Background: an optimization exercise with open tools, aiming at small area. Do not read the settings as production practice. Only simulation tests tie the RTL to the original design; equivalence was not proved.

==> run R: inputs <==
==> flow/design.v <==
module axis_pingpong_frame_buffer #(
   parameter int DATA_WIDTH = 32,
   parameter int FRAME_LEN  = 24,
   parameter int CNT_WIDTH  = 16
) (
   input  logic                         i_clk,
   input  logic                         i_rst,
   input  logic [DATA_WIDTH-1:0]        s_axis_tdata,
   input  logic                         s_axis_tvalid,
   output logic                         s_axis_tready,
   output logic [DATA_WIDTH-1:0]        m_axis_tdata,
   output logic                         m_axis_tvalid,
   input  logic                         m_axis_tready,
   output logic                         m_axis_tlast,
   output logic [1:0]                   o_bank_full,
   output logic [CNT_WIDTH-1:0]         o_frame_cnt
);
   localparam int               PTR_W    = (FRAME_LEN > 1) ? $clog2(FRAME_LEN) : 1;
   localparam logic [PTR_W-1:0] LAST_IDX = PTR_W'(FRAME_LEN - 1);
   logic [DATA_WIDTH-1:0] bank0_r [FRAME_LEN];
   logic [DATA_WIDTH-1:0] bank1_r [FRAME_LEN];
   logic [1:0]            full_r;
   logic                  wr_bank_r, rd_bank_r;
   logic [PTR_W-1:0]      wr_ptr_r, rd_ptr_r;
   logic                  s_tready_r;
   logic [DATA_WIDTH-1:0] m_tdata_r;
   logic                  m_tvalid_r, m_tlast_r;
   logic [1:0]            bank_full_r;
   logic [CNT_WIDTH-1:0]  frame_cnt_r;
   logic                  wr_fire_s, wr_close_s, out_free_s, rd_load_s, rd_last_s;
   logic                  tlast_acc_s, shift0_s, shift1_s;
   logic [1:0]            full_s;
   logic                  wr_bank_s, rd_bank_s, m_tvalid_s, m_tlast_s;
   assign wr_fire_s   = s_axis_tvalid & s_tready_r;
   assign wr_close_s  = wr_fire_s & (wr_ptr_r == LAST_IDX);
   assign out_free_s  = ~m_tvalid_r | m_axis_tready;
   assign rd_load_s   = out_free_s & full_r[rd_bank_r];
   assign rd_last_s   = (rd_ptr_r == LAST_IDX);
   assign tlast_acc_s = m_axis_tready & m_tlast_r;
   assign shift0_s = (wr_fire_s & ~wr_bank_r) | (rd_load_s & ~rd_bank_r);
   assign shift1_s = (wr_fire_s &  wr_bank_r) | (rd_load_s &  rd_bank_r);
   always_comb begin
      full_s    = full_r;
      wr_bank_s = wr_bank_r;
      rd_bank_s = rd_bank_r;
      if (wr_close_s) begin
         full_s[wr_bank_r] = 1'b1;
         wr_bank_s         = ~wr_bank_r;
      end
      if (rd_load_s & rd_last_s) begin
         full_s[rd_bank_r] = 1'b0;
         rd_bank_s         = ~rd_bank_r;
      end
      if (rd_load_s) begin
         m_tvalid_s = 1'b1;
         m_tlast_s  = rd_last_s;
      end else if (m_axis_tready) begin
         m_tvalid_s = 1'b0;
         m_tlast_s  = 1'b0;
      end else begin
         m_tvalid_s = m_tvalid_r;
         m_tlast_s  = m_tlast_r;
      end
   end
   always_ff @(posedge i_clk) begin
      if (i_rst) begin
         full_r      <= 2'b00;
         wr_bank_r   <= 1'b0;
         rd_bank_r   <= 1'b0;
         wr_ptr_r    <= '0;
         rd_ptr_r    <= '0;
         s_tready_r  <= 1'b1;
         m_tvalid_r  <= 1'b0;
         m_tlast_r   <= 1'b0;
         bank_full_r <= 2'b00;
         frame_cnt_r <= '0;
      end else begin
         full_r      <= full_s;
         wr_bank_r   <= wr_bank_s;
         rd_bank_r   <= rd_bank_s;
         m_tvalid_r  <= m_tvalid_s;
         m_tlast_r   <= m_tlast_s;
         s_tready_r  <= ~full_s[wr_bank_s];
         bank_full_r <= full_s | ({2{m_tlast_s}} & {~rd_bank_s, rd_bank_s});
         if (wr_close_s) begin
            wr_ptr_r <= '0;
         end else if (wr_fire_s) begin
            wr_ptr_r <= wr_ptr_r + PTR_W'(1);
         end
         if (rd_load_s) begin
            rd_ptr_r <= rd_last_s ? '0 : rd_ptr_r + PTR_W'(1);
         end
         if (tlast_acc_s) begin
            frame_cnt_r <= frame_cnt_r + CNT_WIDTH'(1);
         end
      end
   end
   always_ff @(posedge i_clk) begin
      if (rd_load_s) begin
         m_tdata_r <= rd_bank_r ? bank1_r[FRAME_LEN-1] : bank0_r[FRAME_LEN-1];
      end
   end
   always_ff @(posedge i_clk) begin
      if (shift0_s) begin
         bank0_r[0] <= s_axis_tdata;
         for (int i = 1; i < FRAME_LEN; i++) bank0_r[i] <= bank0_r[i-1];
      end
      if (shift1_s) begin
         bank1_r[0] <= s_axis_tdata;
         for (int i = 1; i < FRAME_LEN; i++) bank1_r[i] <= bank1_r[i-1];
      end
   end
   assign s_axis_tready = s_tready_r;
   assign m_axis_tdata  = m_tdata_r;
   assign m_axis_tvalid = m_tvalid_r;
   assign m_axis_tlast  = m_tlast_r;
   assign o_bank_full   = bank_full_r;
   assign o_frame_cnt   = frame_cnt_r;
endmodule
==> flow/run.sh <==
#!/bin/bash
# synth_recipe.tcl (not shown) runs the flow's synth.tcl, then flattens the netlist and writes it again
# the make line also repeats each setting of config.mk as NAME=value (left out here)
make -C /OpenROAD-flow-scripts/flow DESIGN_CONFIG=/design/flow/config.mk WORK_HOME=/design/flow/orfs CLKGATE_MAP_FILE= SYNTH_SCRIPT=/design/flow/synth_recipe.tcl finish
==> flow/config.mk <==
export PLATFORM = sky130hd
export DESIGN_NAME = axis_pingpong_frame_buffer
export DESIGN_NICKNAME = axis_pingpong_frame_buffer
export VERILOG_FILES = /design/flow/design.v
export SDC_FILE = /design/flow/constraint.sdc
export NUM_CORES = 4
export LEC_CHECK = 0
export CAP_MARGIN = 20
export CORE_MARGIN = 2
export CORE_UTILIZATION = 45
export PLACE_DENSITY = 0.6
export SLEW_MARGIN = 20
==> flow/constraint.sdc <==
create_clock -name core_clock -period 5.0 [get_ports {i_clk}]
set_input_delay 1.0000 -clock core_clock [delete_from_list [all_inputs] [get_ports {i_clk}]]
set_output_delay 1.0000 -clock core_clock [all_outputs]
set_load 0.01 [all_outputs]
==> run G: changes against run R <==
--- a/flow/design.v
+++ b/flow/design.v
@@ -16,6 +16,11 @@
    output logic [CNT_WIDTH-1:0]         o_frame_cnt
 );
-   localparam int               PTR_W    = (FRAME_LEN > 1) ? $clog2(FRAME_LEN) : 1;
-   localparam logic [PTR_W-1:0] LAST_IDX = PTR_W'(FRAME_LEN - 1);
+   localparam int               PTR_W    = 5;
+   function automatic logic [4:0] ptr_next(input logic [4:0] p);
+      ptr_next = {p[3:0], ~(p[4] ^ p[2])};
+   endfunction
+   function automatic logic ptr_at_last(input logic [4:0] p);
+      ptr_at_last = p[4] & p[3] & ~p[2] & ~p[0];
+   endfunction
    logic [DATA_WIDTH-1:0] bank0_r [FRAME_LEN];
    logic [DATA_WIDTH-1:0] bank1_r [FRAME_LEN];
@@ -23,18 +28,20 @@
    logic                  wr_bank_r, rd_bank_r;
    logic [PTR_W-1:0]      wr_ptr_r, rd_ptr_r;
-   logic                  s_tready_r;
+   logic                  s_tready_s;
    logic [DATA_WIDTH-1:0] m_tdata_r;
    logic                  m_tvalid_r, m_tlast_r;
-   logic [1:0]            bank_full_r;
    logic [CNT_WIDTH-1:0]  frame_cnt_r;
+   logic                  wr_last_s;
    logic                  wr_fire_s, wr_close_s, out_free_s, rd_load_s, rd_last_s;
    logic                  tlast_acc_s, shift0_s, shift1_s;
    logic [1:0]            full_s;
    logic                  wr_bank_s, rd_bank_s, m_tvalid_s, m_tlast_s;
-   assign wr_fire_s   = s_axis_tvalid & s_tready_r;
-   assign wr_close_s  = wr_fire_s & (wr_ptr_r == LAST_IDX);
+   assign s_tready_s  = ~full_r[wr_bank_r];
+   assign wr_fire_s   = s_axis_tvalid & s_tready_s;
+   assign wr_close_s  = wr_fire_s & wr_last_s;
    assign out_free_s  = ~m_tvalid_r | m_axis_tready;
    assign rd_load_s   = out_free_s & full_r[rd_bank_r];
-   assign rd_last_s   = (rd_ptr_r == LAST_IDX);
+   assign rd_last_s   = ptr_at_last(rd_ptr_r);
+   assign wr_last_s   = ptr_at_last(wr_ptr_r);
    assign tlast_acc_s = m_axis_tready & m_tlast_r;
    assign shift0_s = (wr_fire_s & ~wr_bank_r) | (rd_load_s & ~rd_bank_r);
@@ -70,8 +77,6 @@
          wr_ptr_r    <= '0;
          rd_ptr_r    <= '0;
-         s_tready_r  <= 1'b1;
          m_tvalid_r  <= 1'b0;
          m_tlast_r   <= 1'b0;
-         bank_full_r <= 2'b00;
          frame_cnt_r <= '0;
       end else begin
@@ -81,13 +86,11 @@
          m_tvalid_r  <= m_tvalid_s;
          m_tlast_r   <= m_tlast_s;
-         s_tready_r  <= ~full_s[wr_bank_s];
-         bank_full_r <= full_s | ({2{m_tlast_s}} & {~rd_bank_s, rd_bank_s});
          if (wr_close_s) begin
             wr_ptr_r <= '0;
          end else if (wr_fire_s) begin
-            wr_ptr_r <= wr_ptr_r + PTR_W'(1);
+            wr_ptr_r <= ptr_next(wr_ptr_r);
          end
          if (rd_load_s) begin
-            rd_ptr_r <= rd_last_s ? '0 : rd_ptr_r + PTR_W'(1);
+            rd_ptr_r <= rd_last_s ? '0 : ptr_next(rd_ptr_r);
          end
          if (tlast_acc_s) begin
@@ -111,9 +114,9 @@
       end
    end
-   assign s_axis_tready = s_tready_r;
+   assign s_axis_tready = s_tready_s;
    assign m_axis_tdata  = m_tdata_r;
    assign m_axis_tvalid = m_tvalid_r;
    assign m_axis_tlast  = m_tlast_r;
-   assign o_bank_full   = bank_full_r;
+   assign o_bank_full   = full_r | ({2{m_tlast_r}} & {~rd_bank_r, rd_bank_r});
    assign o_frame_cnt   = frame_cnt_r;
 endmodule
==> flow/flow/run.sh (new file) <==
#!/bin/bash
# Own layout flow: the standard ORFS flow (standard.sh, unchanged synthesis),
# with buf_1 port buffers and a clock tree of sized leaf clusters without
# dummy loads (settings in flow/cts.env). Output goes to standard.log.
set -euo pipefail
source flow/cts.env
export BUFFER_PORTS_ARGS="-buffer_cell sky130_fd_sc_hd__buf_1"
export CTS_ARGS="-sink_clustering_enable -repair_clock_nets -buf_list $CTS_BUF -sink_clustering_size $CTS_SIZE -sink_clustering_max_diameter $CTS_DIAM -dont_use_dummy_load"
bash standard.sh > standard.log 2>&1
==> flow/flow/cts.env (new file) <==
CTS_BUF=sky130_fd_sc_hd__clkbuf_8; CTS_SIZE=21; CTS_DIAM=50
==> flow/standard.sh (new file) <==
#!/bin/bash
# synth_recipe.tcl (not shown) runs the flow's synth.tcl, then flattens the netlist and writes it again
# the make line also repeats each setting of config.mk as NAME=value (left out here)
make -C /OpenROAD-flow-scripts/flow DESIGN_CONFIG=/design/flow/config.mk WORK_HOME=/design/flow/orfs CLKGATE_MAP_FILE= SYNTH_SCRIPT=/design/flow/synth_recipe.tcl "${@:-finish}"
- CAP_MARGIN: 20 -> 0
- CORE_UTILIZATION: 45 -> 60
- PLACE_DENSITY: 0.6 -> 0.85
- SLEW_MARGIN: 20 -> 0
removed: flow/run.sh
==> impl_metrics.yaml <==
placement:
  detailedPlacementHpwl_mm: 28.9
  placement.cell_area_um2: 52100
synth:
  synth-compound-area-share: 0.00275
run_status:
  status: "timing/DRC/antenna clean"
cells_and_area:
  final.signal_buffer_count: 120
  inv_count: 3
Source of the figures above: run R

==> impl_metrics.yaml <==
cells_and_area:
  inv_count: 7
  final.signal_buffer_count: 114
timing:
  worst_slack_ns: 1.64
clocking:
  cts-buffers-inserted: 112
power_and_ir_drop:
  power.static_leakage_nw: 16.4
placement:
  placement.cell_area_um2: 50900
synth:
  synth-compound-area-share: 0.00330
run_status:
  status: "timing/DRC/antenna clean"
drt:
  vias: 15552
Source of the figures above: run G

==> port drivers added, routing unchanged <==
In the flow no input, the clock included, has a driving cell. The finished layouts below were timed again as built, in two steps.
Step 1, drivers: a clkbuf_16 drives i_clk and a buf_2 each remaining input, both assumed.
Step 2 moves the port delays by t, midway between the first and last clock arrival at a register: inputs arrive t later, outputs are due t later. That takes back most of the time a late clock gives input paths.
Slacks: ideal ports / drivers / drivers and shift; pairs: ideal ports / drivers.
run	shift t [ns]	setup WS [ns]	worst hold slack (ns)	clock arrival spread, ns	worst data-port slew with drivers (ns)
run R	0.794	1.931 / 1.936 / 1.142	0.398 / 0.398 / 0.398	0.032 / 0.032	0.08
run G	0.751	1.644 / 1.616 / 1.503	0.362 / 0.362 / 0.362	0.106 / 0.106	0.10
After both steps setup and hold are still met in every run listed. The setup slack of run R, which loses most, moves by +0.005 ns with the drivers and by -0.789 ns with both steps.
